Background: an optimization exercise with open tools, aiming at small area, a short achievable clock period and few clock cycles. Do not read the settings as production practice. The RTL was checked by simulation tests, not by an equivalence proof against the original design. No activity file was given, so power comes from the tool's default toggle rates.

===== flow/config.mk =====
export PLATFORM = sky130hd
export DESIGN_NAME = fixed_arith_top
export DESIGN_NICKNAME = fixed_arith_top
export VERILOG_FILES = /design/flow/design.v
export SDC_FILE = /design/flow/constraint.sdc
export NUM_CORES = 4
export LEC_CHECK = 0
export ABC_CLOCK_PERIOD_IN_PS = 2900
export CAP_MARGIN = 20
export CORE_MARGIN = 2
export CORE_UTILIZATION = 40
export SETUP_SLACK_MARGIN = 2.3
export SLEW_MARGIN = 20
export SYNTH_HIERARCHICAL = 1
export SYNTH_MINIMUM_KEEP_SIZE = 0

===== flow/constraint.sdc =====
create_clock -name core_clock -period 5.5 [get_ports {clk}]
set_input_delay 1.1000 -clock core_clock [delete_from_list [all_inputs] [get_ports {clk}]]
set_output_delay 1.1000 -clock core_clock [all_outputs]
set_load 0.01 [all_outputs]

===== flow/design.v =====
`default_nettype none
package fixed_arith_pkg;
  localparam int FIX_W  = 16;
  localparam int FRAC_W = 8;
  localparam int PROD_W = 32;  
  localparam logic [31:0] REG_OP_A      = 32'h00;
  localparam logic [31:0] REG_OP_B      = 32'h04;
  localparam logic [31:0] REG_SUM       = 32'h08;
  localparam logic [31:0] REG_PROD      = 32'h0C;
  localparam logic [31:0] REG_PROD_FULL = 32'h10;
  localparam logic [1:0] RESP_OKAY = 2'b00;
  typedef logic [FIX_W-1:0] fix_t;
  typedef struct packed {
    fix_t a;  
    fix_t b;  
  } fix_operands_t;
  typedef struct packed {
    fix_t sum;
    logic overflow;  
  } add_result_t;
  typedef struct packed {
    logic [PROD_W-1:0] full;
    fix_t              product;  
    logic              overflow;
    logic              precision_lost;
  } mul_result_t;
endpackage
`default_nettype wire
`default_nettype none
`timescale 1ns/10ps
module fixed_add_unit
(
  input  logic [fixed_arith_pkg::FIX_W-1:0] a,
  input  logic [fixed_arith_pkg::FIX_W-1:0] b,
  output fixed_arith_pkg::add_result_t      add_res
);
  assign {add_res.overflow, add_res.sum} = {1'b0, a} + {1'b0, b};
endmodule
`default_nettype wire
`default_nettype none
`timescale 1ns/10ps
module fixed_mul_unit
(
  input  logic        clk,
  input  logic [15:0] a,
  input  logic [15:0] b,
  output logic [31:0] p,
  output logic        ovf,   
  output logic        prec   
);
  logic bo0, bt0, bn0, bp0_0, bp0_1, bp0_2, bp0_3, bp0_4, bp0_5, bp0_6;
  logic bp0_7, bp0_8, bp0_9, bp0_10, bp0_11, bp0_12, bp0_13, bp0_14, bp0_15, bp0_16;
  logic bs0, bo1, bt1, bn1, bp1_0, bp1_1, bp1_2, bp1_3, bp1_4, bp1_5;
  logic bp1_6, bp1_7, bp1_8, bp1_9, bp1_10, bp1_11, bp1_12, bp1_13, bp1_14, bp1_15;
  logic bp1_16, bs1, bo2, bt2, bn2, bp2_0, bp2_1, bp2_2, bp2_3, bp2_4;
  logic bp2_5, bp2_6, bp2_7, bp2_8, bp2_9, bp2_10, bp2_11, bp2_12, bp2_13, bp2_14;
  logic bp2_15, bp2_16, bs2, bo3, bt3, bn3, bp3_0, bp3_1, bp3_2, bp3_3;
  logic bp3_4, bp3_5, bp3_6, bp3_7, bp3_8, bp3_9, bp3_10, bp3_11, bp3_12, bp3_13;
  logic bp3_14, bp3_15, bp3_16, bs3, bo4, bt4, bn4, bp4_0, bp4_1, bp4_2;
  logic bp4_3, bp4_4, bp4_5, bp4_6, bp4_7, bp4_8, bp4_9, bp4_10, bp4_11, bp4_12;
  logic bp4_13, bp4_14, bp4_15, bp4_16, bs4, bo5, bt5, bn5, bp5_0, bp5_1;
  logic bp5_2, bp5_3, bp5_4, bp5_5, bp5_6, bp5_7, bp5_8, bp5_9, bp5_10, bp5_11;
  logic bp5_12, bp5_13, bp5_14, bp5_15, bp5_16, bs5, bo6, bt6, bn6, bp6_0;
  logic bp6_1, bp6_2, bp6_3, bp6_4, bp6_5, bp6_6, bp6_7, bp6_8, bp6_9, bp6_10;
  logic bp6_11, bp6_12, bp6_13, bp6_14, bp6_15, bp6_16, bs6, bo7, bt7, bn7;
  logic bp7_0, bp7_1, bp7_2, bp7_3, bp7_4, bp7_5, bp7_6, bp7_7, bp7_8, bp7_9;
  logic bp7_10, bp7_11, bp7_12, bp7_13, bp7_14, bp7_15, bp7_16, bs7, bp8_0, bp8_1;
  logic bp8_2, bp8_3, bp8_4, bp8_5, bp8_6, bp8_7, bp8_8, bp8_9, bp8_10, bp8_11;
  logic bp8_12, bp8_13, bp8_14, bp8_15, hs0, hc0, hs1, hc1, fs0, fc0;
  logic hs2, hc2, fs1, fc1, hs3, hc3, fs2, fc2, fs3, fc3;
  logic hs4, hc4, fs4, fc4, fs5, fc5, hs5, hc5, fs6, fc6;
  logic fs7, fc7, fs8, fc8, fs9, fc9, fs10, fc10, fs11, fc11;
  logic fs12, fc12, fs13, fc13, fs14, fc14, fs15, fc15, fs16, fc16;
  logic fs17, fc17, fs18, fc18, fs19, fc19, hs6, hc6, fs20, fc20;
  logic fs21, fc21, fs22, fc22, hs7, hc7, fs23, fc23, hs8, hc8;
  logic hs9, hc9, hs10, hc10, fs24, fc24, hs11, hc11, fs25, fc25;
  logic hs12, hc12, fs26, fc26, fs27, fc27, fs28, fc28, fs29, fc29;
  logic fs30, fc30, fs31, fc31, fs32, fc32, fs33, fc33, fs34, fc34;
  logic fs35, fc35, fs36, fc36, fs37, fc37, fs38, fc38, fs39, fc39;
  logic fs40, fc40, fs41, fc41, fs42, fc42, fs43, fc43, fs44, fc44;
  logic fs45, fc45, fs46, fc46, fs47, fc47, fs48, fc48, fs49, fc49;
  logic fs50, fc50, fs51, fc51, fs52, fc52, fs53, fc53, fs54, fc54;
  logic fs55, fc55, fs56, fc56, fs57, fc57, fs58, fc58, hs13, hc13;
  logic fs59, fc59, hs14, hc14, hs15, hc15, hs16, hc16, fs60, fc60;
  logic fs61, fc61, fs62, fc62, fs63, fc63, fs64, fc64, fs65, fc65;
  logic fs66, fc66, fs67, fc67, fs68, fc68, fs69, fc69, fs70, fc70;
  logic fs71, fc71, fs72, fc72, fs73, fc73, fs74, fc74, fs75, fc75;
  logic fs76, fc76, fs77, fc77, fs78, fc78, fs79, fc79, fs80, fc80;
  logic fs81, fc81, fs82, fc82, fs83, fc83, hs17, hc17;
  logic [31:0] r0_q;
  logic [31:0] r1_q;
  logic [31:0] r2_q;
  logic hs18, hc18, hs19, hc19, fs84, fc84, fs85, fc85, fs86, fc86;
  logic fs87, fc87, fs88, fc88, fs89, fc89, fs90, fc90, fs91, fc91;
  logic fs92, fc92, fs93, fc93, fs94, fc94, fs95, fc95, fs96, fc96;
  logic fs97, fc97, fs98, fc98, fs99, fc99, fs100, fc100, fs101, fc101;
  logic fs102, fc102, fs103, fc103, fs104, fc104, fs105, fc105, fs106, fc106;
  logic fs107, fc107, fs108, fc108, fs109, fc109, fs110, fc110, fs111, fc111;
  logic [31:0] x, y;
  assign bo0 = b[0] ^ 1'b0;
  assign bt0 = b[1] ? ~(b[0] | 1'b0) : (b[0] & 1'b0);
  assign bn0 = b[1];
  assign bp0_0 = ((bo0 & a[0])) ^ bn0;
  assign bp0_1 = ((bo0 & a[1]) | (bt0 & a[0])) ^ bn0;
  assign bp0_2 = ((bo0 & a[2]) | (bt0 & a[1])) ^ bn0;
  assign bp0_3 = ((bo0 & a[3]) | (bt0 & a[2])) ^ bn0;
  assign bp0_4 = ((bo0 & a[4]) | (bt0 & a[3])) ^ bn0;
  assign bp0_5 = ((bo0 & a[5]) | (bt0 & a[4])) ^ bn0;
  assign bp0_6 = ((bo0 & a[6]) | (bt0 & a[5])) ^ bn0;
  assign bp0_7 = ((bo0 & a[7]) | (bt0 & a[6])) ^ bn0;
  assign bp0_8 = ((bo0 & a[8]) | (bt0 & a[7])) ^ bn0;
  assign bp0_9 = ((bo0 & a[9]) | (bt0 & a[8])) ^ bn0;
  assign bp0_10 = ((bo0 & a[10]) | (bt0 & a[9])) ^ bn0;
  assign bp0_11 = ((bo0 & a[11]) | (bt0 & a[10])) ^ bn0;
  assign bp0_12 = ((bo0 & a[12]) | (bt0 & a[11])) ^ bn0;
  assign bp0_13 = ((bo0 & a[13]) | (bt0 & a[12])) ^ bn0;
  assign bp0_14 = ((bo0 & a[14]) | (bt0 & a[13])) ^ bn0;
  assign bp0_15 = ((bo0 & a[15]) | (bt0 & a[14])) ^ bn0;
  assign bp0_16 = ((bt0 & a[15])) ^ bn0;
  assign bs0 = ~bn0;
  assign bo1 = b[2] ^ b[1];
  assign bt1 = b[3] ? ~(b[2] | b[1]) : (b[2] & b[1]);
  assign bn1 = b[3];
  assign bp1_0 = ((bo1 & a[0])) ^ bn1;
  assign bp1_1 = ((bo1 & a[1]) | (bt1 & a[0])) ^ bn1;
  assign bp1_2 = ((bo1 & a[2]) | (bt1 & a[1])) ^ bn1;
  assign bp1_3 = ((bo1 & a[3]) | (bt1 & a[2])) ^ bn1;
  assign bp1_4 = ((bo1 & a[4]) | (bt1 & a[3])) ^ bn1;
  assign bp1_5 = ((bo1 & a[5]) | (bt1 & a[4])) ^ bn1;
  assign bp1_6 = ((bo1 & a[6]) | (bt1 & a[5])) ^ bn1;
  assign bp1_7 = ((bo1 & a[7]) | (bt1 & a[6])) ^ bn1;
  assign bp1_8 = ((bo1 & a[8]) | (bt1 & a[7])) ^ bn1;
  assign bp1_9 = ((bo1 & a[9]) | (bt1 & a[8])) ^ bn1;
  assign bp1_10 = ((bo1 & a[10]) | (bt1 & a[9])) ^ bn1;
  assign bp1_11 = ((bo1 & a[11]) | (bt1 & a[10])) ^ bn1;
  assign bp1_12 = ((bo1 & a[12]) | (bt1 & a[11])) ^ bn1;
  assign bp1_13 = ((bo1 & a[13]) | (bt1 & a[12])) ^ bn1;
  assign bp1_14 = ((bo1 & a[14]) | (bt1 & a[13])) ^ bn1;
  assign bp1_15 = ((bo1 & a[15]) | (bt1 & a[14])) ^ bn1;
  assign bp1_16 = ((bt1 & a[15])) ^ bn1;
  assign bs1 = ~bn1;
  assign bo2 = b[4] ^ b[3];
  assign bt2 = b[5] ? ~(b[4] | b[3]) : (b[4] & b[3]);
  assign bn2 = b[5];
  assign bp2_0 = ((bo2 & a[0])) ^ bn2;
  assign bp2_1 = ((bo2 & a[1]) | (bt2 & a[0])) ^ bn2;
  assign bp2_2 = ((bo2 & a[2]) | (bt2 & a[1])) ^ bn2;
  assign bp2_3 = ((bo2 & a[3]) | (bt2 & a[2])) ^ bn2;
  assign bp2_4 = ((bo2 & a[4]) | (bt2 & a[3])) ^ bn2;
  assign bp2_5 = ((bo2 & a[5]) | (bt2 & a[4])) ^ bn2;
  assign bp2_6 = ((bo2 & a[6]) | (bt2 & a[5])) ^ bn2;
  assign bp2_7 = ((bo2 & a[7]) | (bt2 & a[6])) ^ bn2;
  assign bp2_8 = ((bo2 & a[8]) | (bt2 & a[7])) ^ bn2;
  assign bp2_9 = ((bo2 & a[9]) | (bt2 & a[8])) ^ bn2;
  assign bp2_10 = ((bo2 & a[10]) | (bt2 & a[9])) ^ bn2;
  assign bp2_11 = ((bo2 & a[11]) | (bt2 & a[10])) ^ bn2;
  assign bp2_12 = ((bo2 & a[12]) | (bt2 & a[11])) ^ bn2;
  assign bp2_13 = ((bo2 & a[13]) | (bt2 & a[12])) ^ bn2;
  assign bp2_14 = ((bo2 & a[14]) | (bt2 & a[13])) ^ bn2;
  assign bp2_15 = ((bo2 & a[15]) | (bt2 & a[14])) ^ bn2;
  assign bp2_16 = ((bt2 & a[15])) ^ bn2;
  assign bs2 = ~bn2;
  assign bo3 = b[6] ^ b[5];
  assign bt3 = b[7] ? ~(b[6] | b[5]) : (b[6] & b[5]);
  assign bn3 = b[7];
  assign bp3_0 = ((bo3 & a[0])) ^ bn3;
  assign bp3_1 = ((bo3 & a[1]) | (bt3 & a[0])) ^ bn3;
  assign bp3_2 = ((bo3 & a[2]) | (bt3 & a[1])) ^ bn3;
  assign bp3_3 = ((bo3 & a[3]) | (bt3 & a[2])) ^ bn3;
  assign bp3_4 = ((bo3 & a[4]) | (bt3 & a[3])) ^ bn3;
  assign bp3_5 = ((bo3 & a[5]) | (bt3 & a[4])) ^ bn3;
  assign bp3_6 = ((bo3 & a[6]) | (bt3 & a[5])) ^ bn3;
  assign bp3_7 = ((bo3 & a[7]) | (bt3 & a[6])) ^ bn3;
  assign bp3_8 = ((bo3 & a[8]) | (bt3 & a[7])) ^ bn3;
  assign bp3_9 = ((bo3 & a[9]) | (bt3 & a[8])) ^ bn3;
  assign bp3_10 = ((bo3 & a[10]) | (bt3 & a[9])) ^ bn3;
  assign bp3_11 = ((bo3 & a[11]) | (bt3 & a[10])) ^ bn3;
  assign bp3_12 = ((bo3 & a[12]) | (bt3 & a[11])) ^ bn3;
  assign bp3_13 = ((bo3 & a[13]) | (bt3 & a[12])) ^ bn3;
  assign bp3_14 = ((bo3 & a[14]) | (bt3 & a[13])) ^ bn3;
  assign bp3_15 = ((bo3 & a[15]) | (bt3 & a[14])) ^ bn3;
  assign bp3_16 = ((bt3 & a[15])) ^ bn3;
  assign bs3 = ~bn3;
  assign bo4 = b[8] ^ b[7];
  assign bt4 = b[9] ? ~(b[8] | b[7]) : (b[8] & b[7]);
  assign bn4 = b[9];
  assign bp4_0 = ((bo4 & a[0])) ^ bn4;
  assign bp4_1 = ((bo4 & a[1]) | (bt4 & a[0])) ^ bn4;
  assign bp4_2 = ((bo4 & a[2]) | (bt4 & a[1])) ^ bn4;
  assign bp4_3 = ((bo4 & a[3]) | (bt4 & a[2])) ^ bn4;
  assign bp4_4 = ((bo4 & a[4]) | (bt4 & a[3])) ^ bn4;
  assign bp4_5 = ((bo4 & a[5]) | (bt4 & a[4])) ^ bn4;
  assign bp4_6 = ((bo4 & a[6]) | (bt4 & a[5])) ^ bn4;
  assign bp4_7 = ((bo4 & a[7]) | (bt4 & a[6])) ^ bn4;
  assign bp4_8 = ((bo4 & a[8]) | (bt4 & a[7])) ^ bn4;
  assign bp4_9 = ((bo4 & a[9]) | (bt4 & a[8])) ^ bn4;
  assign bp4_10 = ((bo4 & a[10]) | (bt4 & a[9])) ^ bn4;
  assign bp4_11 = ((bo4 & a[11]) | (bt4 & a[10])) ^ bn4;
  assign bp4_12 = ((bo4 & a[12]) | (bt4 & a[11])) ^ bn4;
  assign bp4_13 = ((bo4 & a[13]) | (bt4 & a[12])) ^ bn4;
  assign bp4_14 = ((bo4 & a[14]) | (bt4 & a[13])) ^ bn4;
  assign bp4_15 = ((bo4 & a[15]) | (bt4 & a[14])) ^ bn4;
  assign bp4_16 = ((bt4 & a[15])) ^ bn4;
  assign bs4 = ~bn4;
  assign bo5 = b[10] ^ b[9];
  assign bt5 = b[11] ? ~(b[10] | b[9]) : (b[10] & b[9]);
  assign bn5 = b[11];
  assign bp5_0 = ((bo5 & a[0])) ^ bn5;
  assign bp5_1 = ((bo5 & a[1]) | (bt5 & a[0])) ^ bn5;
  assign bp5_2 = ((bo5 & a[2]) | (bt5 & a[1])) ^ bn5;
  assign bp5_3 = ((bo5 & a[3]) | (bt5 & a[2])) ^ bn5;
  assign bp5_4 = ((bo5 & a[4]) | (bt5 & a[3])) ^ bn5;
  assign bp5_5 = ((bo5 & a[5]) | (bt5 & a[4])) ^ bn5;
  assign bp5_6 = ((bo5 & a[6]) | (bt5 & a[5])) ^ bn5;
  assign bp5_7 = ((bo5 & a[7]) | (bt5 & a[6])) ^ bn5;
  assign bp5_8 = ((bo5 & a[8]) | (bt5 & a[7])) ^ bn5;
  assign bp5_9 = ((bo5 & a[9]) | (bt5 & a[8])) ^ bn5;
  assign bp5_10 = ((bo5 & a[10]) | (bt5 & a[9])) ^ bn5;
  assign bp5_11 = ((bo5 & a[11]) | (bt5 & a[10])) ^ bn5;
  assign bp5_12 = ((bo5 & a[12]) | (bt5 & a[11])) ^ bn5;
  assign bp5_13 = ((bo5 & a[13]) | (bt5 & a[12])) ^ bn5;
  assign bp5_14 = ((bo5 & a[14]) | (bt5 & a[13])) ^ bn5;
  assign bp5_15 = ((bo5 & a[15]) | (bt5 & a[14])) ^ bn5;
  assign bp5_16 = ((bt5 & a[15])) ^ bn5;
  assign bs5 = ~bn5;
  assign bo6 = b[12] ^ b[11];
  assign bt6 = b[13] ? ~(b[12] | b[11]) : (b[12] & b[11]);
  assign bn6 = b[13];
  assign bp6_0 = ((bo6 & a[0])) ^ bn6;
  assign bp6_1 = ((bo6 & a[1]) | (bt6 & a[0])) ^ bn6;
  assign bp6_2 = ((bo6 & a[2]) | (bt6 & a[1])) ^ bn6;
  assign bp6_3 = ((bo6 & a[3]) | (bt6 & a[2])) ^ bn6;
  assign bp6_4 = ((bo6 & a[4]) | (bt6 & a[3])) ^ bn6;
  assign bp6_5 = ((bo6 & a[5]) | (bt6 & a[4])) ^ bn6;
  assign bp6_6 = ((bo6 & a[6]) | (bt6 & a[5])) ^ bn6;
  assign bp6_7 = ((bo6 & a[7]) | (bt6 & a[6])) ^ bn6;
  assign bp6_8 = ((bo6 & a[8]) | (bt6 & a[7])) ^ bn6;
  assign bp6_9 = ((bo6 & a[9]) | (bt6 & a[8])) ^ bn6;
  assign bp6_10 = ((bo6 & a[10]) | (bt6 & a[9])) ^ bn6;
  assign bp6_11 = ((bo6 & a[11]) | (bt6 & a[10])) ^ bn6;
  assign bp6_12 = ((bo6 & a[12]) | (bt6 & a[11])) ^ bn6;
  assign bp6_13 = ((bo6 & a[13]) | (bt6 & a[12])) ^ bn6;
  assign bp6_14 = ((bo6 & a[14]) | (bt6 & a[13])) ^ bn6;
  assign bp6_15 = ((bo6 & a[15]) | (bt6 & a[14])) ^ bn6;
  assign bp6_16 = ((bt6 & a[15])) ^ bn6;
  assign bs6 = ~bn6;
  assign bo7 = b[14] ^ b[13];
  assign bt7 = b[15] ? ~(b[14] | b[13]) : (b[14] & b[13]);
  assign bn7 = b[15];
  assign bp7_0 = ((bo7 & a[0])) ^ bn7;
  assign bp7_1 = ((bo7 & a[1]) | (bt7 & a[0])) ^ bn7;
  assign bp7_2 = ((bo7 & a[2]) | (bt7 & a[1])) ^ bn7;
  assign bp7_3 = ((bo7 & a[3]) | (bt7 & a[2])) ^ bn7;
  assign bp7_4 = ((bo7 & a[4]) | (bt7 & a[3])) ^ bn7;
  assign bp7_5 = ((bo7 & a[5]) | (bt7 & a[4])) ^ bn7;
  assign bp7_6 = ((bo7 & a[6]) | (bt7 & a[5])) ^ bn7;
  assign bp7_7 = ((bo7 & a[7]) | (bt7 & a[6])) ^ bn7;
  assign bp7_8 = ((bo7 & a[8]) | (bt7 & a[7])) ^ bn7;
  assign bp7_9 = ((bo7 & a[9]) | (bt7 & a[8])) ^ bn7;
  assign bp7_10 = ((bo7 & a[10]) | (bt7 & a[9])) ^ bn7;
  assign bp7_11 = ((bo7 & a[11]) | (bt7 & a[10])) ^ bn7;
  assign bp7_12 = ((bo7 & a[12]) | (bt7 & a[11])) ^ bn7;
  assign bp7_13 = ((bo7 & a[13]) | (bt7 & a[12])) ^ bn7;
  assign bp7_14 = ((bo7 & a[14]) | (bt7 & a[13])) ^ bn7;
  assign bp7_15 = ((bo7 & a[15]) | (bt7 & a[14])) ^ bn7;
  assign bp7_16 = ((bt7 & a[15])) ^ bn7;
  assign bs7 = ~bn7;
  assign bp8_0 = a[0] & b[15];
  assign bp8_1 = a[1] & b[15];
  assign bp8_2 = a[2] & b[15];
  assign bp8_3 = a[3] & b[15];
  assign bp8_4 = a[4] & b[15];
  assign bp8_5 = a[5] & b[15];
  assign bp8_6 = a[6] & b[15];
  assign bp8_7 = a[7] & b[15];
  assign bp8_8 = a[8] & b[15];
  assign bp8_9 = a[9] & b[15];
  assign bp8_10 = a[10] & b[15];
  assign bp8_11 = a[11] & b[15];
  assign bp8_12 = a[12] & b[15];
  assign bp8_13 = a[13] & b[15];
  assign bp8_14 = a[14] & b[15];
  assign bp8_15 = a[15] & b[15];
  assign hs0 = bn5 ^ bp0_10;
  assign hc0 = bn5 & bp0_10;
  assign hs1 = bp0_11 ^ bp1_9;
  assign hc1 = bp0_11 & bp1_9;
  fixed_fa u_fs0 (.x(bn6), .y(bp0_12), .z(bp1_10), .s(fs0), .c(fc0));
  assign hs2 = bp2_8 ^ bp3_6;
  assign hc2 = bp2_8 & bp3_6;
  fixed_fa u_fs1 (.x(bp0_13), .y(bp1_11), .z(bp2_9), .s(fs1), .c(fc1));
  assign hs3 = bp3_7 ^ bp4_5;
  assign hc3 = bp3_7 & bp4_5;
  fixed_fa u_fs2 (.x(bn7), .y(bp0_14), .z(bp1_12), .s(fs2), .c(fc2));
  fixed_fa u_fs3 (.x(bp2_10), .y(bp3_8), .z(bp4_6), .s(fs3), .c(fc3));
  assign hs4 = bp5_4 ^ bp6_2;
  assign hc4 = bp5_4 & bp6_2;
  fixed_fa u_fs4 (.x(bp0_15), .y(bp1_13), .z(bp2_11), .s(fs4), .c(fc4));
  fixed_fa u_fs5 (.x(bp3_9), .y(bp4_7), .z(bp5_5), .s(fs5), .c(fc5));
  assign hs5 = bp6_3 ^ bp7_1;
  assign hc5 = bp6_3 & bp7_1;
  fixed_fa u_fs6 (.x(bp8_0), .y(bp0_16), .z(bp1_14), .s(fs6), .c(fc6));
  fixed_fa u_fs7 (.x(bp2_12), .y(bp3_10), .z(bp4_8), .s(fs7), .c(fc7));
  fixed_fa u_fs8 (.x(bp5_6), .y(bp6_4), .z(bp7_2), .s(fs8), .c(fc8));
  fixed_fa u_fs9 (.x(bn0), .y(bp8_1), .z(bp1_15), .s(fs9), .c(fc9));
  fixed_fa u_fs10 (.x(bp2_13), .y(bp3_11), .z(bp4_9), .s(fs10), .c(fc10));
  fixed_fa u_fs11 (.x(bp5_7), .y(bp6_5), .z(bp7_3), .s(fs11), .c(fc11));
  fixed_fa u_fs12 (.x(bn0), .y(bp8_2), .z(bp1_16), .s(fs12), .c(fc12));
  fixed_fa u_fs13 (.x(bp2_14), .y(bp3_12), .z(bp4_10), .s(fs13), .c(fc13));
  fixed_fa u_fs14 (.x(bp5_8), .y(bp6_6), .z(bp7_4), .s(fs14), .c(fc14));
  fixed_fa u_fs15 (.x(bs0), .y(bs1), .z(bp8_3), .s(fs15), .c(fc15));
  fixed_fa u_fs16 (.x(bp2_15), .y(bp3_13), .z(bp4_11), .s(fs16), .c(fc16));
  fixed_fa u_fs17 (.x(bp5_9), .y(bp6_7), .z(bp7_5), .s(fs17), .c(fc17));
  fixed_fa u_fs18 (.x(1'b1), .y(bp8_4), .z(bp2_16), .s(fs18), .c(fc18));
  fixed_fa u_fs19 (.x(bp3_14), .y(bp4_12), .z(bp5_10), .s(fs19), .c(fc19));
  assign hs6 = bp6_8 ^ bp7_6;
  assign hc6 = bp6_8 & bp7_6;
  fixed_fa u_fs20 (.x(bs2), .y(bp8_5), .z(bp3_15), .s(fs20), .c(fc20));
  fixed_fa u_fs21 (.x(bp4_13), .y(bp5_11), .z(bp6_9), .s(fs21), .c(fc21));
  fixed_fa u_fs22 (.x(1'b1), .y(bp8_6), .z(bp3_16), .s(fs22), .c(fc22));
  assign hs7 = bp4_14 ^ bp5_12;
  assign hc7 = bp4_14 & bp5_12;
  fixed_fa u_fs23 (.x(bs3), .y(bp8_7), .z(bp4_15), .s(fs23), .c(fc23));
  assign hs8 = 1'b1 ^ bp8_8;
  assign hc8 = 1'b1 & bp8_8;
  assign hs9 = bn3 ^ bp0_6;
  assign hc9 = bn3 & bp0_6;
  assign hs10 = bp0_7 ^ bp1_5;
  assign hc10 = bp0_7 & bp1_5;
  fixed_fa u_fs24 (.x(bn4), .y(bp0_8), .z(bp1_6), .s(fs24), .c(fc24));
  assign hs11 = bp2_4 ^ bp3_2;
  assign hc11 = bp2_4 & bp3_2;
  fixed_fa u_fs25 (.x(bp0_9), .y(bp1_7), .z(bp2_5), .s(fs25), .c(fc25));
  assign hs12 = bp3_3 ^ bp4_1;
  assign hc12 = bp3_3 & bp4_1;
  fixed_fa u_fs26 (.x(bp1_8), .y(bp2_6), .z(bp3_4), .s(fs26), .c(fc26));
  fixed_fa u_fs27 (.x(bp4_2), .y(bp5_0), .z(hs0), .s(fs27), .c(fc27));
  fixed_fa u_fs28 (.x(bp2_7), .y(bp3_5), .z(bp4_3), .s(fs28), .c(fc28));
  fixed_fa u_fs29 (.x(bp5_1), .y(hc0), .z(hs1), .s(fs29), .c(fc29));
  fixed_fa u_fs30 (.x(bp4_4), .y(bp5_2), .z(bp6_0), .s(fs30), .c(fc30));
  fixed_fa u_fs31 (.x(hc1), .y(hs2), .z(fs0), .s(fs31), .c(fc31));
  fixed_fa u_fs32 (.x(bp5_3), .y(bp6_1), .z(hc2), .s(fs32), .c(fc32));
  fixed_fa u_fs33 (.x(hs3), .y(fc0), .z(fs1), .s(fs33), .c(fc33));
  fixed_fa u_fs34 (.x(bp7_0), .y(hc3), .z(hs4), .s(fs34), .c(fc34));
  fixed_fa u_fs35 (.x(fc1), .y(fs2), .z(fs3), .s(fs35), .c(fc35));
  fixed_fa u_fs36 (.x(hc4), .y(hs5), .z(fc2), .s(fs36), .c(fc36));
  fixed_fa u_fs37 (.x(fc3), .y(fs4), .z(fs5), .s(fs37), .c(fc37));
  fixed_fa u_fs38 (.x(hc5), .y(fc4), .z(fc5), .s(fs38), .c(fc38));
  fixed_fa u_fs39 (.x(fs6), .y(fs7), .z(fs8), .s(fs39), .c(fc39));
  fixed_fa u_fs40 (.x(fc6), .y(fc7), .z(fc8), .s(fs40), .c(fc40));
  fixed_fa u_fs41 (.x(fs9), .y(fs10), .z(fs11), .s(fs41), .c(fc41));
  fixed_fa u_fs42 (.x(fc9), .y(fc10), .z(fc11), .s(fs42), .c(fc42));
  fixed_fa u_fs43 (.x(fs12), .y(fs13), .z(fs14), .s(fs43), .c(fc43));
  fixed_fa u_fs44 (.x(fs15), .y(fc12), .z(fc13), .s(fs44), .c(fc44));
  fixed_fa u_fs45 (.x(fc14), .y(fs16), .z(fs17), .s(fs45), .c(fc45));
  fixed_fa u_fs46 (.x(fc15), .y(hs6), .z(fc16), .s(fs46), .c(fc46));
  fixed_fa u_fs47 (.x(fc17), .y(fs18), .z(fs19), .s(fs47), .c(fc47));
  fixed_fa u_fs48 (.x(bp7_7), .y(hc6), .z(fc18), .s(fs48), .c(fc48));
  fixed_fa u_fs49 (.x(fc19), .y(fs20), .z(fs21), .s(fs49), .c(fc49));
  fixed_fa u_fs50 (.x(bp6_10), .y(bp7_8), .z(hs7), .s(fs50), .c(fc50));
  fixed_fa u_fs51 (.x(fc20), .y(fc21), .z(fs22), .s(fs51), .c(fc51));
  fixed_fa u_fs52 (.x(bp5_13), .y(bp6_11), .z(bp7_9), .s(fs52), .c(fc52));
  fixed_fa u_fs53 (.x(hc7), .y(fc22), .z(fs23), .s(fs53), .c(fc53));
  fixed_fa u_fs54 (.x(hs8), .y(bp4_16), .z(bp5_14), .s(fs54), .c(fc54));
  fixed_fa u_fs55 (.x(bp6_12), .y(bp7_10), .z(fc23), .s(fs55), .c(fc55));
  fixed_fa u_fs56 (.x(bs4), .y(bp8_9), .z(hc8), .s(fs56), .c(fc56));
  fixed_fa u_fs57 (.x(bp5_15), .y(bp6_13), .z(bp7_11), .s(fs57), .c(fc57));
  fixed_fa u_fs58 (.x(1'b1), .y(bp8_10), .z(bp5_16), .s(fs58), .c(fc58));
  assign hs13 = bp6_14 ^ bp7_12;
  assign hc13 = bp6_14 & bp7_12;
  fixed_fa u_fs59 (.x(bs5), .y(bp8_11), .z(bp6_15), .s(fs59), .c(fc59));
  assign hs14 = 1'b1 ^ bp8_12;
  assign hc14 = 1'b1 & bp8_12;
  assign hs15 = bn2 ^ bp0_4;
  assign hc15 = bn2 & bp0_4;
  assign hs16 = bp0_5 ^ bp1_3;
  assign hc16 = bp0_5 & bp1_3;
  fixed_fa u_fs60 (.x(bp1_4), .y(bp2_2), .z(bp3_0), .s(fs60), .c(fc60));
  fixed_fa u_fs61 (.x(bp2_3), .y(bp3_1), .z(hc9), .s(fs61), .c(fc61));
  fixed_fa u_fs62 (.x(bp4_0), .y(hc10), .z(hs11), .s(fs62), .c(fc62));
  fixed_fa u_fs63 (.x(hc11), .y(hs12), .z(fc24), .s(fs63), .c(fc63));
  fixed_fa u_fs64 (.x(hc12), .y(fc25), .z(fs26), .s(fs64), .c(fc64));
  fixed_fa u_fs65 (.x(fc26), .y(fs28), .z(fc27), .s(fs65), .c(fc65));
  fixed_fa u_fs66 (.x(fc28), .y(fs30), .z(fc29), .s(fs66), .c(fc66));
  fixed_fa u_fs67 (.x(fc30), .y(fs32), .z(fc31), .s(fs67), .c(fc67));
  fixed_fa u_fs68 (.x(fc32), .y(fs34), .z(fc33), .s(fs68), .c(fc68));
  fixed_fa u_fs69 (.x(fc34), .y(fc35), .z(fs36), .s(fs69), .c(fc69));
  fixed_fa u_fs70 (.x(fc36), .y(fc37), .z(fs38), .s(fs70), .c(fc70));
  fixed_fa u_fs71 (.x(fc38), .y(fc39), .z(fs40), .s(fs71), .c(fc71));
  fixed_fa u_fs72 (.x(fc40), .y(fc41), .z(fs42), .s(fs72), .c(fc72));
  fixed_fa u_fs73 (.x(fc42), .y(fc43), .z(fs44), .s(fs73), .c(fc73));
  fixed_fa u_fs74 (.x(fc44), .y(fc45), .z(fs46), .s(fs74), .c(fc74));
  fixed_fa u_fs75 (.x(fc46), .y(fc47), .z(fs48), .s(fs75), .c(fc75));
  fixed_fa u_fs76 (.x(fs50), .y(fc48), .z(fc49), .s(fs76), .c(fc76));
  fixed_fa u_fs77 (.x(fs52), .y(fc50), .z(fc51), .s(fs77), .c(fc77));
  fixed_fa u_fs78 (.x(fc52), .y(fs54), .z(fc53), .s(fs78), .c(fc78));
  fixed_fa u_fs79 (.x(fs56), .y(fc54), .z(fs57), .s(fs79), .c(fc79));
  fixed_fa u_fs80 (.x(fc56), .y(hs13), .z(fc57), .s(fs80), .c(fc80));
  fixed_fa u_fs81 (.x(bp7_13), .y(hc13), .z(fc58), .s(fs81), .c(fc81));
  fixed_fa u_fs82 (.x(hs14), .y(bp6_16), .z(bp7_14), .s(fs82), .c(fc82));
  fixed_fa u_fs83 (.x(bs6), .y(bp8_13), .z(hc14), .s(fs83), .c(fc83));
  assign hs17 = 1'b1 ^ bp8_14;
  assign hc17 = 1'b1 & bp8_14;
  always_ff @(posedge clk)
  begin
    r0_q[0] <= bn0;
    r1_q[0] <= bp0_0;
    r0_q[1] <= bp0_1;
    r0_q[2] <= bn1;
    r1_q[2] <= bp0_2;
    r2_q[2] <= bp1_0;
    r0_q[3] <= bp0_3;
    r1_q[3] <= bp1_1;
    r0_q[4] <= bp1_2;
    r1_q[4] <= bp2_0;
    r2_q[4] <= hs15;
    r0_q[5] <= bp2_1;
    r1_q[5] <= hc15;
    r2_q[5] <= hs16;
    r0_q[6] <= hc16;
    r1_q[6] <= hs9;
    r2_q[6] <= fs60;
    r0_q[7] <= hs10;
    r1_q[7] <= fc60;
    r2_q[7] <= fs61;
    r0_q[8] <= fs24;
    r1_q[8] <= fc61;
    r2_q[8] <= fs62;
    r0_q[9] <= fs25;
    r1_q[9] <= fc62;
    r2_q[9] <= fs63;
    r0_q[10] <= fs27;
    r1_q[10] <= fc63;
    r2_q[10] <= fs64;
    r0_q[11] <= fs29;
    r1_q[11] <= fc64;
    r2_q[11] <= fs65;
    r0_q[12] <= fs31;
    r1_q[12] <= fc65;
    r2_q[12] <= fs66;
    r0_q[13] <= fs33;
    r1_q[13] <= fc66;
    r2_q[13] <= fs67;
    r0_q[14] <= fs35;
    r1_q[14] <= fc67;
    r2_q[14] <= fs68;
    r0_q[15] <= fs37;
    r1_q[15] <= fc68;
    r2_q[15] <= fs69;
    r0_q[16] <= fs39;
    r1_q[16] <= fc69;
    r2_q[16] <= fs70;
    r0_q[17] <= fs41;
    r1_q[17] <= fc70;
    r2_q[17] <= fs71;
    r0_q[18] <= fs43;
    r1_q[18] <= fc71;
    r2_q[18] <= fs72;
    r0_q[19] <= fs45;
    r1_q[19] <= fc72;
    r2_q[19] <= fs73;
    r0_q[20] <= fs47;
    r1_q[20] <= fc73;
    r2_q[20] <= fs74;
    r0_q[21] <= fs49;
    r1_q[21] <= fc74;
    r2_q[21] <= fs75;
    r0_q[22] <= fs51;
    r1_q[22] <= fc75;
    r2_q[22] <= fs76;
    r0_q[23] <= fs53;
    r1_q[23] <= fc76;
    r2_q[23] <= fs77;
    r0_q[24] <= fs55;
    r1_q[24] <= fc77;
    r2_q[24] <= fs78;
    r0_q[25] <= fc55;
    r1_q[25] <= fs79;
    r2_q[25] <= fc78;
    r0_q[26] <= fs58;
    r1_q[26] <= fc79;
    r2_q[26] <= fs80;
    r0_q[27] <= fs59;
    r1_q[27] <= fc80;
    r2_q[27] <= fs81;
    r0_q[28] <= fc59;
    r1_q[28] <= fs82;
    r2_q[28] <= fc81;
    r0_q[29] <= bp7_15;
    r1_q[29] <= fs83;
    r2_q[29] <= fc82;
    r0_q[30] <= hs17;
    r1_q[30] <= bp7_16;
    r2_q[30] <= fc83;
    r0_q[31] <= bs7;
    r1_q[31] <= bp8_15;
    r2_q[31] <= hc17;
  end
  assign r1_q[1] = 1'b0;
  assign r2_q[0] = 1'b0;
  assign r2_q[1] = 1'b0;
  assign r2_q[3] = 1'b0;
  assign hs18 = r0_q[2] ^ r1_q[2];
  assign hc18 = r0_q[2] & r1_q[2];
  assign hs19 = r0_q[3] ^ r1_q[3];
  assign hc19 = r0_q[3] & r1_q[3];
  fixed_fa u_fs84 (.x(r0_q[4]), .y(r1_q[4]), .z(r2_q[4]), .s(fs84), .c(fc84));
  fixed_fa u_fs85 (.x(r0_q[5]), .y(r1_q[5]), .z(r2_q[5]), .s(fs85), .c(fc85));
  fixed_fa u_fs86 (.x(r0_q[6]), .y(r1_q[6]), .z(r2_q[6]), .s(fs86), .c(fc86));
  fixed_fa u_fs87 (.x(r0_q[7]), .y(r1_q[7]), .z(r2_q[7]), .s(fs87), .c(fc87));
  fixed_fa u_fs88 (.x(r0_q[8]), .y(r1_q[8]), .z(r2_q[8]), .s(fs88), .c(fc88));
  fixed_fa u_fs89 (.x(r0_q[9]), .y(r1_q[9]), .z(r2_q[9]), .s(fs89), .c(fc89));
  fixed_fa u_fs90 (.x(r0_q[10]), .y(r1_q[10]), .z(r2_q[10]), .s(fs90), .c(fc90));
  fixed_fa u_fs91 (.x(r0_q[11]), .y(r1_q[11]), .z(r2_q[11]), .s(fs91), .c(fc91));
  fixed_fa u_fs92 (.x(r0_q[12]), .y(r1_q[12]), .z(r2_q[12]), .s(fs92), .c(fc92));
  fixed_fa u_fs93 (.x(r0_q[13]), .y(r1_q[13]), .z(r2_q[13]), .s(fs93), .c(fc93));
  fixed_fa u_fs94 (.x(r0_q[14]), .y(r1_q[14]), .z(r2_q[14]), .s(fs94), .c(fc94));
  fixed_fa u_fs95 (.x(r0_q[15]), .y(r1_q[15]), .z(r2_q[15]), .s(fs95), .c(fc95));
  fixed_fa u_fs96 (.x(r0_q[16]), .y(r1_q[16]), .z(r2_q[16]), .s(fs96), .c(fc96));
  fixed_fa u_fs97 (.x(r0_q[17]), .y(r1_q[17]), .z(r2_q[17]), .s(fs97), .c(fc97));
  fixed_fa u_fs98 (.x(r0_q[18]), .y(r1_q[18]), .z(r2_q[18]), .s(fs98), .c(fc98));
  fixed_fa u_fs99 (.x(r0_q[19]), .y(r1_q[19]), .z(r2_q[19]), .s(fs99), .c(fc99));
  fixed_fa u_fs100 (.x(r0_q[20]), .y(r1_q[20]), .z(r2_q[20]), .s(fs100), .c(fc100));
  fixed_fa u_fs101 (.x(r0_q[21]), .y(r1_q[21]), .z(r2_q[21]), .s(fs101), .c(fc101));
  fixed_fa u_fs102 (.x(r0_q[22]), .y(r1_q[22]), .z(r2_q[22]), .s(fs102), .c(fc102));
  fixed_fa u_fs103 (.x(r0_q[23]), .y(r1_q[23]), .z(r2_q[23]), .s(fs103), .c(fc103));
  fixed_fa u_fs104 (.x(r0_q[24]), .y(r1_q[24]), .z(r2_q[24]), .s(fs104), .c(fc104));
  fixed_fa u_fs105 (.x(r0_q[25]), .y(r1_q[25]), .z(r2_q[25]), .s(fs105), .c(fc105));
  fixed_fa u_fs106 (.x(r0_q[26]), .y(r1_q[26]), .z(r2_q[26]), .s(fs106), .c(fc106));
  fixed_fa u_fs107 (.x(r0_q[27]), .y(r1_q[27]), .z(r2_q[27]), .s(fs107), .c(fc107));
  fixed_fa u_fs108 (.x(r0_q[28]), .y(r1_q[28]), .z(r2_q[28]), .s(fs108), .c(fc108));
  fixed_fa u_fs109 (.x(r0_q[29]), .y(r1_q[29]), .z(r2_q[29]), .s(fs109), .c(fc109));
  fixed_fa u_fs110 (.x(r0_q[30]), .y(r1_q[30]), .z(r2_q[30]), .s(fs110), .c(fc110));
  fixed_fa u_fs111 (.x(r0_q[31]), .y(r1_q[31]), .z(r2_q[31]), .s(fs111), .c(fc111));
  assign x[0] = r0_q[0];
  assign y[0] = r1_q[0];
  assign x[1] = r0_q[1];
  assign y[1] = 1'b0;
  assign x[2] = r2_q[2];
  assign y[2] = hs18;
  assign x[3] = hc18;
  assign y[3] = hs19;
  assign x[4] = hc19;
  assign y[4] = fs84;
  assign x[5] = fc84;
  assign y[5] = fs85;
  assign x[6] = fc85;
  assign y[6] = fs86;
  assign x[7] = fc86;
  assign y[7] = fs87;
  assign x[8] = fc87;
  assign y[8] = fs88;
  assign x[9] = fc88;
  assign y[9] = fs89;
  assign x[10] = fc89;
  assign y[10] = fs90;
  assign x[11] = fc90;
  assign y[11] = fs91;
  assign x[12] = fc91;
  assign y[12] = fs92;
  assign x[13] = fc92;
  assign y[13] = fs93;
  assign x[14] = fc93;
  assign y[14] = fs94;
  assign x[15] = fc94;
  assign y[15] = fs95;
  assign x[16] = fc95;
  assign y[16] = fs96;
  assign x[17] = fc96;
  assign y[17] = fs97;
  assign x[18] = fc97;
  assign y[18] = fs98;
  assign x[19] = fc98;
  assign y[19] = fs99;
  assign x[20] = fc99;
  assign y[20] = fs100;
  assign x[21] = fc100;
  assign y[21] = fs101;
  assign x[22] = fc101;
  assign y[22] = fs102;
  assign x[23] = fc102;
  assign y[23] = fs103;
  assign x[24] = fc103;
  assign y[24] = fs104;
  assign x[25] = fc104;
  assign y[25] = fs105;
  assign x[26] = fc105;
  assign y[26] = fs106;
  assign x[27] = fc106;
  assign y[27] = fs107;
  assign x[28] = fc107;
  assign y[28] = fs108;
  assign x[29] = fc108;
  assign y[29] = fs109;
  assign x[30] = fc109;
  assign y[30] = fs110;
  assign x[31] = fc110;
  assign y[31] = fs111;
  logic [24:0] lo;
  assign p = x + y;
  logic [7:0]  z;
  assign lo   = {1'b0, x[23:0]} + {1'b0, y[23:0]};
  assign z[0] = (x[24] ^ y[24]) ^ lo[24];
  assign z[7:1] = (x[31:25] ^ y[31:25]) ^ (x[30:24] | y[30:24]);
  assign ovf  = |z;
  assign prec = |p[7:0];
endmodule
`default_nettype wire
`default_nettype none
module fixed_fa
(
  input  logic x,
  input  logic y,
  input  logic z,
  output logic s,
  output logic c
);
  assign s = x ^ y ^ z;
  assign c = (x & y) | (x & z) | (y & z);
endmodule
`default_nettype wire
`default_nettype none
`timescale 1ns/10ps
module axil_fixed_regs
#(
  parameter int ADDR_W = 5
)
(
  input  logic              clk,
  input  logic              rst_n,
  input  logic [ADDR_W-1:0] awaddr,
  input  logic              awvalid,
  output logic              awready,
  input  logic [31:0]       wdata,
  input  logic [3:0]        wstrb,
  input  logic              wvalid,
  output logic              wready,
  output logic [1:0]        bresp,
  output logic              bvalid,
  input  logic              bready,
  input  logic [ADDR_W-1:0] araddr,
  input  logic              arvalid,
  output logic              arready,
  output logic [31:0]       rdata,
  output logic [1:0]        rresp,
  output logic              rvalid,
  input  logic              rready,
  output fixed_arith_pkg::fix_operands_t operands,
  input  fixed_arith_pkg::add_result_t   add_res,
  input  logic [fixed_arith_pkg::PROD_W-1:0] prod,
  input  logic              prod_ovf,   
  input  logic              prod_prec   
);
  logic        wr_fire;
  logic        wr_op_a;
  logic        wr_op_b;
  logic        wr_op_q;
  logic        rd_fire;
  logic [31:0] rd_map;
  assign awready = ~bvalid;
  assign wready  = ~bvalid;
  assign wr_fire = awvalid & wvalid & ~bvalid;
  assign wr_op_a = wr_fire & (awaddr[ADDR_W-1:2] == fixed_arith_pkg::REG_OP_A[ADDR_W-1:2]);
  assign wr_op_b = wr_fire & (awaddr[ADDR_W-1:2] == fixed_arith_pkg::REG_OP_B[ADDR_W-1:2]);
  assign bresp   = fixed_arith_pkg::RESP_OKAY;
  always_ff @(posedge clk or negedge rst_n)
  begin
    if (!rst_n)
    begin
      bvalid   <= 1'b0;
      wr_op_q  <= 1'b0;
      operands <= '0;
    end
    else
    begin
      if (wr_fire)
        bvalid <= 1'b1;
      else if (bready)
        bvalid <= 1'b0;
      wr_op_q <= wr_op_a | wr_op_b;
      if (wr_op_a & wstrb[0]) operands.a[7:0]  <= wdata[7:0];
      if (wr_op_a & wstrb[1]) operands.a[15:8] <= wdata[15:8];
      if (wr_op_b & wstrb[0]) operands.b[7:0]  <= wdata[7:0];
      if (wr_op_b & wstrb[1]) operands.b[15:8] <= wdata[15:8];
    end
  end
  assign arready = ~rvalid & ~wr_op_q;
  assign rd_fire = arvalid & arready;
  assign rresp   = fixed_arith_pkg::RESP_OKAY;
  always_comb
  begin
    case (araddr[ADDR_W-1:2])
      3'd2:    rd_map = {15'd0, add_res.overflow, add_res.sum};
      3'd3:    rd_map = {14'd0, prod_prec, prod_ovf, prod[23:8]};
      3'd4:    rd_map = prod;
      default: rd_map = 32'd0;  
    endcase
  end
  always_ff @(posedge clk or negedge rst_n)
  begin
    if (!rst_n)
      rvalid <= 1'b0;
    else if (rd_fire)
      rvalid <= 1'b1;
    else if (rready)
      rvalid <= 1'b0;
  end
  always_ff @(posedge clk)
  begin
    if (rd_fire)
      rdata <= rd_map;  
  end
endmodule
`default_nettype wire
`default_nettype none
`timescale 1ns/10ps
module fixed_arith_top
#(
  parameter int ADDR_W = 5
)
(
  input  logic              clk,
  input  logic              rst_n,
  input  logic [ADDR_W-1:0] awaddr,
  input  logic              awvalid,
  output logic              awready,
  input  logic [31:0]       wdata,
  input  logic [3:0]        wstrb,
  input  logic              wvalid,
  output logic              wready,
  output logic [1:0]        bresp,
  output logic              bvalid,
  input  logic              bready,
  input  logic [ADDR_W-1:0] araddr,
  input  logic              arvalid,
  output logic              arready,
  output logic [31:0]       rdata,
  output logic [1:0]        rresp,
  output logic              rvalid,
  input  logic              rready
);
  fixed_arith_pkg::fix_operands_t     operands;
  fixed_arith_pkg::add_result_t       add_res;
  logic [fixed_arith_pkg::PROD_W-1:0] prod;
  logic                               prod_ovf;
  logic                               prod_prec;
  axil_fixed_regs #(
    .ADDR_W (ADDR_W)
  ) u_regs (
    .clk       (clk),
    .rst_n     (rst_n),
    .awaddr    (awaddr),
    .awvalid   (awvalid),
    .awready   (awready),
    .wdata     (wdata),
    .wstrb     (wstrb),
    .wvalid    (wvalid),
    .wready    (wready),
    .bresp     (bresp),
    .bvalid    (bvalid),
    .bready    (bready),
    .araddr    (araddr),
    .arvalid   (arvalid),
    .arready   (arready),
    .rdata     (rdata),
    .rresp     (rresp),
    .rvalid    (rvalid),
    .rready    (rready),
    .operands  (operands),
    .add_res   (add_res),
    .prod      (prod),
    .prod_ovf  (prod_ovf),
    .prod_prec (prod_prec)
  );
  fixed_add_unit u_add (
    .a       (operands.a),
    .b       (operands.b),
    .add_res (add_res)
  );
  fixed_mul_unit u_mul (
    .clk (clk),
    .a   (operands.a),
    .b   (operands.b),
    .p    (prod),
    .ovf  (prod_ovf),
    .prec (prod_prec)
  );
endmodule
`default_nettype wire

===== flow/flow/run.sh =====
#!/bin/bash
# The standard layout, with the smallest plain buffer on each port in
# place of the delay buffer ORFS's buffer_ports picks by default.
set -o pipefail
bash standard.sh BUFFER_PORTS_ARGS="-buffer_cell sky130_fd_sc_hd__buf_1" finish > standard.log 2>&1

===== flow/standard.sh =====
#!/bin/bash
# synth_recipe.tcl (not shown) runs the flow's synth.tcl, then flattens the netlist and writes it again
# the make line also repeats each setting of config.mk as NAME=value (left out here)
make -C /OpenROAD-flow-scripts/flow DESIGN_CONFIG=/design/flow/config.mk WORK_HOME=/design/flow/orfs CLKGATE_MAP_FILE= SYNTH_SCRIPT=/design/flow/synth_recipe.tcl "${@:-finish}"

==> results of run 1 <==
per-layer routing:
metal  share of wire (%)  wire, um
met3                 9.0      3208
met5                   0         0
met1                  45     15880
met2                  44     15720
met4                 2.2       773
synthesized netlist by cell type (7+ instances only):
library cell  instances  area [um2]
fa_1                113        2262
xor2_1               18       157.7
mux2i_1              18       180.2
dfxtp_1              92        1842
a31oi_1              12       75.07
buf_1                 7       26.28
mux2_4               16       240.2
xnor2_1             143        1252
ha_1                 85        1064
nor2_1               20       75.07
inv_1                45       168.9
a21o_1               16       120.1
o21a_1                8       60.06
a21oi_1              50       250.2
mux2_2               23       259.0
dfrtp_1              35       875.8
o21ai_1               9       45.04
nand2_1              85       319.1
clkbuf_1             75       281.5
buf_2                 9       45.04
o21ai_0              46       230.2
a22oi_1             106       795.8
edfxtp_1             32       960.9
and2_1               28       175.2
nand3_1              28       140.1
area by class of cell:
type	count	share of cell area (%)
Tap cell	402	3.491
Clock buffer	19	3.144
Clock inverter	12	0.8684
Sequential cell	159	25.69
Timing Repair Buffer	105	3.977
Multi-Input combinational cell	917	61.63
Inverter	45	1.198
Yosys stat by module (local to each module, per instance), excerpt:
module | times used | cells | cell area, um2 | flip-flops and latches
fixed_mul_unit | 1 | 807 | 6808 | 92
fixed_add_unit | 1 | 97 | 744.5 | 0
fixed_fa | 112 | 1 | 20.02 | 0
final timing paths:
kind / startpoint / to / slack (ps) / cells after the start
worst max register to register: u_regs.operands[13]$_DFFE_PN0P_ / u_mul.r2_q[17]$_DFF_P_ / 2390 / 8
min in group asynchronous: rst_n / u_regs.operands[28]$_DFFE_PN0P_ / 750 / 1
worst min register to register: u_regs.rvalid$_DFFE_PN0P_ / u_regs.rvalid$_DFFE_PN0P_ / 520 / 1
max in group asynchronous: rst_n / u_regs.operands[5]$_DFFE_PN0P_ / 4100 / 1
worst min-delay path: u_regs.rvalid$_DFFE_PN0P_ / u_regs.rvalid$_DFFE_PN0P_ / 520 / 1
worst max-delay path: u_regs.operands[13]$_DFFE_PN0P_ / u_mul.r2_q[17]$_DFF_P_ / 2390 / 8
layout by cell type (no fill, tap or decap), types with 17 or more instances in the layout:
master	instances
dfrtp_1	25
mux2_4	22
a22oi_2	18
nand2_1	85
buf_4	32
nor2_1	20
mux2i_1	18
mux2_2	18
ha_1	66
xnor2_1	143
clkbuf_16	17
dfxtp_1	92
a21oi_1	45
nand3_1	28
a22oi_1	88
fa_1	99
inv_1	41
edfxtp_1	32
buf_1	66
o21ai_0	43
xor2_1	18
and2_1	28
through the flow:
stage	hold WS (ps)	total power [W]	std cells	setup WS, ps	utilization [%]
6_report	516.8	0.01060	1659	2395	45.89
2_1_floorplan	450.3	0.006952	1220	2289	-
5_1_grt	535.1	0.01149	1659	2262	45.89
3_3_place_gp	487.9	0.008543	1602	1645	42.21
4_1_cts	517.7	0.01000	1645	2290	44.74
3_5_place_dp	499.8	0.008638	1602	1604	42.21
where the power goes:
group          internal (W)  total [W]  switching (W)  leakage, nW
clock              0.000657    0.00119       0.000536        0.281
sequential          0.00168    0.00208       0.000401         1.52
combinational       0.00324    0.00733        0.00409         3.93
critical path: stages (launching register included):
cell and delay [ps]:
dfrtp_4 530, inv_1 120, ha_2 180, mux2_2 410, a22oi_1 140, xnor2_1 250
fa_2 480, fa_2 360, fa_1 490
kinds of logic (layout without fill, tap and decap cells):
group	after synthesis	after routing	synth area share [%]
buffers and inverters	145	181	4.731
muxes	57	58	5.352
adders and majority gates	198	198	26.20
xor gates and xnor gates	161	161	11.11
AOI/OAI and AO/OA	293	293	15.79
other	2	7	0.05916
DFF	159	159	28.98
and+or+nand+nor	200	200	7.786
flip-flops by register name, summed over array words and instances, names as in the netlist:
register	flops
u_mul.r0_q	32
u_mul.r1_q	31
u_mul.r2_q	29
u_regs.bvalid	1
u_regs.operands	32
u_regs.rdata	32
u_regs.rvalid	1
u_regs.wr_op_q	1
what timing repair did:
item,in CTS,in global routing
cloned,0,1
resized for setup,33,48
pin swaps,1,16
hold endpoints to repair,0,0
setup endpoints to repair,54,38
buffers inserted,12,13
==> results list, run 1 <==
* Number of instances in the synthesized netlist: 1,215
* Multi-input combinational cell area: 8880 um2
- # clock sinks: 159
- Area growth syn-to-layout: 13.49%
* Final Routed Wirelength: 35.58 mm
- Input and output buffers added on the ports amount to 67.
- For the worst setup path, the data required time is 5820 ps.
- Entering global routing, the biggest net connects 39 pins.
- Initial Utilization: 40.44%
* Total Nets Final: 1,496
* Top fanout value on the critical path: 15
* Vias per inst: 5.711
- For this run, asynchronously set or reset flops after synthesis account for 22.01%.
- Via count of the first global-routing pass: 9,733
- Of the cells placed in the final design, the portion with a size suffix greater than 1 is 16.71%.
- The most used flip-flop cell after synthesis is dfxtp_1.
- Initial drt markers: 818
- Maximum root-to-sink buffer count: 2
* Number of CTS-inserted buffers: 17
* DPL Wire Length: 24.30 mm
* Largest voltage drop on the vdd net: 0.2961 mV
* I/O pin total: 94
- For the final database, setup skew stands at 16.85 ps.
- The number of failing hold endpoints at the final stage is 0.
- Chip width: 182.1 um
- The filler cells instantiated in the layout total 2,957.
* Floorplan core area: 31,390 um2
* Count of pins over their slew limit: 0
- After global routing, the most crowded layer is met2.
- Clock transition at the registers of the reported paths: 80 ps
- Max-Cap Viols: 0
- The clock reaches the later pin of the worst-skew pair after 450 ps.
- Final worst path period share: 56.46%
- For this run, global-route usage on met2 was measured as 33.66%.
- Post-place instance area: 13,250 um2
- Data on the critical path arrives at its endpoint at 3420 ps.
* Mean area per synthesized cell: 10.45 um2
- Type of destination of the critical path: flip-flop
- Area of the mapped netlist: 12,690 um2
- Overflow left after global routing: 0
- In this run the number of H-tree levels came out at 4.
- Antenna-violating nets left: 0
- Status: timing/DRC/antenna clean
- In this run, synthesis inferred 32 flip-flops with an integrated enable.
- Sum Neg Setup Slack: 0 ps
- CTS tree: built
* Setup repair after global routing missed its margin: yes
- During synthesis, Yosys emitted a total of 12 warnings.
- The number of antenna violations at the first check in global routing is 0.
* Area taken by flip-flops and latches: 3701 um2
- Summed over all cells, the static leakage comes to 5.730 nW.
- Clock tree root driver cell: clkbuf_16
* Length of the first detailed-routing pass in iterations: 5
- DRC violation count after routing: 0
- Total Routing Usage GR: 21.80%
- Flop and latch count out of synthesis: 159
- The routed design could run at a clock period as short as 3105 ps.
* GR Layer Usage met1: 29.99%
- Critical path launch point type: flip-flop
- Inserted Diodes: 0
- After synthesis, flip-flops and latches occupy 28.98% of the total area.
* Vertical die dimension: 182.1 um
- Post-route cell area: 14,410 um2
- Across all layers, the routed design uses 9,474 vias.
- The first global-routing pass estimated 55.50 mm of wire.
* Die Outline Area: 33,180 um2
* Classification of the worst-slack hold path: flip-flop to flip-flop
- In this run the core area contains 65 standard-cell rows.
- Average wire per cell in the routed design: 21.45 um
- Post-synthesis cell type count: 74
- Routability Congestion: 0.8563
* Kind of critical path: flip-flop to flip-flop
- Setup violations remaining at the end of the flow were counted as 0.
- Static timing analysis puts the maximum clock frequency at 0.3220 GHz.
- Routing usage on met3: 6.087%
* Total of hold buffers inserted after clock tree synthesis: 0
- At the pin with the least slew margin, the transition time is 1079 ps.
* Pwr/cell area: 735.7 nW/um2
- Remaining max-slew budget at the tightest pin: 28.06%
Testbench counts, summed over its fixed seeds: cycles 7,706.
==> inputs of run 2 (changes only) <==
==> flow/run.sh (new file) <==
#!/bin/bash
# synth_recipe.tcl (not shown) runs the flow's synth.tcl, then flattens the netlist and writes it again
# the make line also repeats each setting of config.mk as NAME=value (left out here)
make -C /OpenROAD-flow-scripts/flow DESIGN_CONFIG=/design/flow/config.mk WORK_HOME=/design/flow/orfs CLKGATE_MAP_FILE= SYNTH_SCRIPT=/design/flow/synth_recipe.tcl finish
--- a/flow/config.mk
+++ b/flow/config.mk
@@ -9,7 +9,7 @@
 export CAP_MARGIN = 20
 export CORE_MARGIN = 2
 export CORE_UTILIZATION = 40
-export SETUP_SLACK_MARGIN = 2.3
+export SETUP_SLACK_MARGIN = 2.6
 export SLEW_MARGIN = 20
 export SYNTH_HIERARCHICAL = 1
 export SYNTH_MINIMUM_KEEP_SIZE = 0
removed: flow/flow/run.sh
removed: flow/standard.sh
==> run 2 against run 1 <==
Utilization up 5.7 points. Synthesized area unchanged. Sequential share of layout area down 2.7 points. Wire length up 4.5%. Critical path type unchanged.
==> results list, run 2 <==
* Status: timing/DRC/antenna clean
- The number of antenna violations at the first check in global routing is 1.
- Critical path launch point type: flip-flop
- Leading post-synthesis cells by cell area: fa_1 18%, dfxtp_1 15%, xnor2_1 9.9%, ha_1 8.4%, edfxtp_1 7.6%
- Global routing consumed, over all layers together, 22.78% of the routing resources.
- Yosys printed 12 warnings.
- For the worst setup path, the data arrival time is 3420 ps.
* Count of pins over their slew limit: 0
- Global-route wire length before repair: 57.98 mm
- Maximum root-to-sink buffer count: 2
- Actual transition at the worst max-transition pin: 1068 ps
* Count of vias placed by the detailed router: 9,794
- After detailed routing, the number of remaining DRC violations is 0.
- Along the worst path, the maximum fanout reaches 5.
- The library cell used most frequently in the layout, excluding fill and tap cells, is xnor2_1.
- Post-synthesis cell type count: 74
- Pwr/cell area: 731.1 nW/um2
* Startpoint of the worst register-to-register path: u_regs.operands[13]$_DFFE_PN0P_
* Comb pwr share: 72.6%
- The largest registers in the layout are u_mul.r0_q x32, u_regs.operands x32, u_regs.rdata x32.
* DPL Wire Length: 24.50 mm
- Insertion delay of the later-clocked pin in the worst-skew pair: 450 ps
- In the finished design, the share of the clock period the worst path needs comes to 55.31%.
- Net switching power: 0.005503 W
- CTS H-tree lvls: 4
- STA classifies the critical path endpoint as a flip-flop.
- Cell with the most instances after synthesis: xnor2_1
* Average wire per cell in the routed design: 21.60 um
* Slack of the worst reg-to-reg path: 2460 ps
* Vias per inst: 5.691
- Main flop type after synthesis: dfxtp_1
- Clock tree synthesis found a total of 159 sinks.
- Chip width: 182.1 um
- Sum Neg Setup Slack: 0 ps
- In the layout the commonest cells are 123 x xnor2_1, 86 x dfxtp_1, 84 x nand2_1, 76 x buf_4, 74 x fa_1.
* Overflow left after global routing: 0
- TritonCTS built the clock tree.
- Vertical die dimension: 182.1 um
- Number of instances in the synthesized netlist: 1,215
* Portion of synthesized cell area occupied by the leading cell type: 17.82%
- Flop and latch count out of synthesis: 159
- The most critical setup path has its endpoint at u_mul.r2_q[18]$_DFF_P_.
* Clock transition at the registers of the reported paths: 80 ps
* Worst Setup Slack, final: 2458 ps
- Timing analysis after detailed placement gives a worst setup slack of 1941 ps.
- Count of flip-flops with a built-in enable after synthesis: 32
- Crit. Startpoint: u_regs.operands[13]$_DFFE_PN0P_
* Total Nets Final: 1,557
* Floorplan core area: 31,390 um2
* Kind of critical path: flip-flop to flip-flop
* Largest area contributor in the netlist: fa_1
* R2R Path End: u_mul.r2_q[18]$_DFF_P_
* Final Routed Wirelength: 37.17 mm
- A synthesized cell averages 10.45 um2.
* Final total power: 0.01184 W
- Count of buffers from port buffering: 67
- Switching Share: 46.49%
* Largest voltage drop on the vdd net: 0.3153 mV
* Antenna-violating nets left: 0
* Post-synth top cells: 143 x xnor2_1, 113 x fa_1, 106 x a22oi_1
* Internal: 0.006335 W
- Setup violations remaining at the end of the flow were counted as 0.
- Total of hold buffers inserted after clock tree synthesis: 0
- Minimum period implied by the final worst setup slack: 3042 ps
* Area growth syn-to-layout: 27.55%
* Inserted Diodes: 0
- Remaining max-slew budget at the tightest pin: 28.61%
* Highest achievable clock rate: 0.3287 GHz
- The number of failing hold endpoints at the final stage came to 0.
- Lkg Pwr: 6.391 nW
- Routability Congestion: 0.8367
- Required time of the worst setup path: 5880 ps
- Initial Utilization: 40.44%
- Cells with a size suffix above 1 make up 31.01% of the layout.
* Number of CTS-inserted buffers: 17
- Worst R2R Path Depth: 10
- Sequential-to-total area share from yosys stat: 28.98%
- The detailed router finished its first iteration with 681 violations.
* Clock power share: 10.2%
* Clock tree root driver cell: clkbuf_16
* Max-Cap Viols: 0
* Sequential Power Share: 17.2%
* Via count of the first global-routing pass: 10,112
- The floorplan has 65 rows.
* Maximum number of pins on one net before global-route repair: 39
- For this design the top-level I/O count stands at 94.
* Async SR Flop Fraction: 22.01%
- For this run, the detailed router's first-pass iteration total came to 5.
- Setup repair after global routing could not meet its margin everywhere.
- Classification of the worst-slack hold path: flip-flop to flip-flop
- Worst setup skew after layout: 14.44 ps
- Die Outline Area: 33,180 um2
- Area of the mapped netlist: 12,690 um2
-- run 2: cell type report --
class / count / area [um2]
fill: 2737 / 15200
multi-input combinational: 919 / 9615
sequential: 159 / 3725
timing repair buffer: 164 / 1568
tap: 402 / 503.0
clock buffer: 17 / 425.4
inverter: 45 / 190.2
clock inverter: 15 / 165.2
-- run 2: metal layers --
metal / vias up / routed length (um) / GRT usage [%]
met1: 4875 / 16280 / 30.52
met3: 69 / 2649 / 4.530
li1: 4414 / - / -
met2: 436 / 17360 / 37.30
met4: 0 / 884 / 7.000
met5: - / 0 / 0
-- run 2: worst min path at each step --
stage	start	endpoint	slack, ps	cells after the start
after detailed placement	u_regs.operands[21]$_DFFE_PN0P_	u_regs.operands[21]$_DFFE_PN0P_	500	1
after global routing	u_regs.operands[22]$_DFFE_PN0P_	u_regs.operands[22]$_DFFE_PN0P_	550	1
final	u_regs.operands[21]$_DFFE_PN0P_	u_regs.operands[21]$_DFFE_PN0P_	520	1
after global placement	u_regs.operands[21]$_DFFE_PN0P_	u_regs.operands[21]$_DFFE_PN0P_	500	1
after floorplan	u_regs.operands[3]$_DFFE_PN0P_	u_mul.r0_q[2]$_DFF_P_	450	0
after CTS	u_regs.operands[21]$_DFFE_PN0P_	u_regs.operands[21]$_DFFE_PN0P_	520	1
-- run 2: metrics by stage --
step	instance area (um2)	hold slack [ps]	util (%)	instances
final	16190	519.9	51.58	1721
after global placement	13890	496.3	44.25	1607
after detailed placement	13890	496.9	44.25	1607
after CTS	15830	520.1	50.43	1703
after global routing	16190	554.9	51.58	1721
after floorplan	13320	450.3	-	1220
-- run 2: cell families after synthesis --
kind of cell               after synthesis  share of synthesized area [%]
DFF                                    159                          28.98
muxes                                   57                          5.352
xor gates and xnor gates               161                          11.11
other                                    2                        0.05916
AOI/OAI and AO/OA                      293                          15.79
and+or+nand+nor                        200                          7.786
buffers and inverters                  145                          4.731
adders and majority gates              198                          26.20
-- run 2: worst max-delay path, cell delays in order, from the launching register on --
cell and delay, ps:
dfrtp_2 450, buf_12 150, ha_4 150, mux2_4 320, buf_6 140, buf_6 100, a22oi_2 120, xnor2_1 160
fa_2 480, fa_2 380, fa_2 520
-- run 2: power by group through the flow --
stage | clock network (W) | registers (W) | logic, W
2_1_floorplan | 0 | 0.00190 | 0.00513
6_report | 0.00121 | 0.00203 | 0.00859
3_3_place_gp | 0 | 0.00206 | 0.00668
3_5_place_dp | 0 | 0.00207 | 0.00677
5_1_grt | 0.00129 | 0.00208 | 0.00936
4_1_cts | 0.00124 | 0.00203 | 0.00810
-- run 2: repair_timing --
action,CTS,global route
hold endpoints to repair,0,0
setup endpoints to repair,69,44
pin swaps,86,60
setup buffers,59,18
gates resized for setup,170,43
gates cloned,5,0
-- run 2: Yosys stat by module (local to each module, per instance), excerpt --
module	cell area, um2	cells	copies in the design	flops+latches
fixed_add_unit	744.5	97	1	0
fixed_fa	20.02	1	112	0
fixed_mul_unit	6808	807	1	92

[port drivers added, routing unchanged]
In the flow no input, the clock included, has a driving cell. The finished layouts below were timed again as built, in two steps.
Step 1 sets driving cells, clkbuf_16 on the clock port and buf_2 on the other inputs (assumed; they add their load-dependent delay and slew).
Step 2 times the ports against the registers' clock, not the clock port: input delays grow and output delays shrink by t, the midpoint of the rising clock arrivals with the driver on.
Slacks: ideal ports / drivers / drivers and shift; pairs: ideal ports / drivers.
run	t (ns)	setup slack, ns	worst hold slack (ns)	clock arrival spread, ns	worst data-port slew with drivers (ns)
run 1	0.496	2.395 / 2.395 / 2.395	0.517 / 0.517 / 0.517	0.016 / 0.016	0.04
run 2	0.489	2.458 / 2.458 / 2.323	0.520 / 0.520 / 0.520	0.015 / 0.015	0.04
After both steps every run listed still meets setup and hold. The setup slack of run 2, which loses most, moves by 0.000 ns with the drivers and by -0.135 ns with both steps.
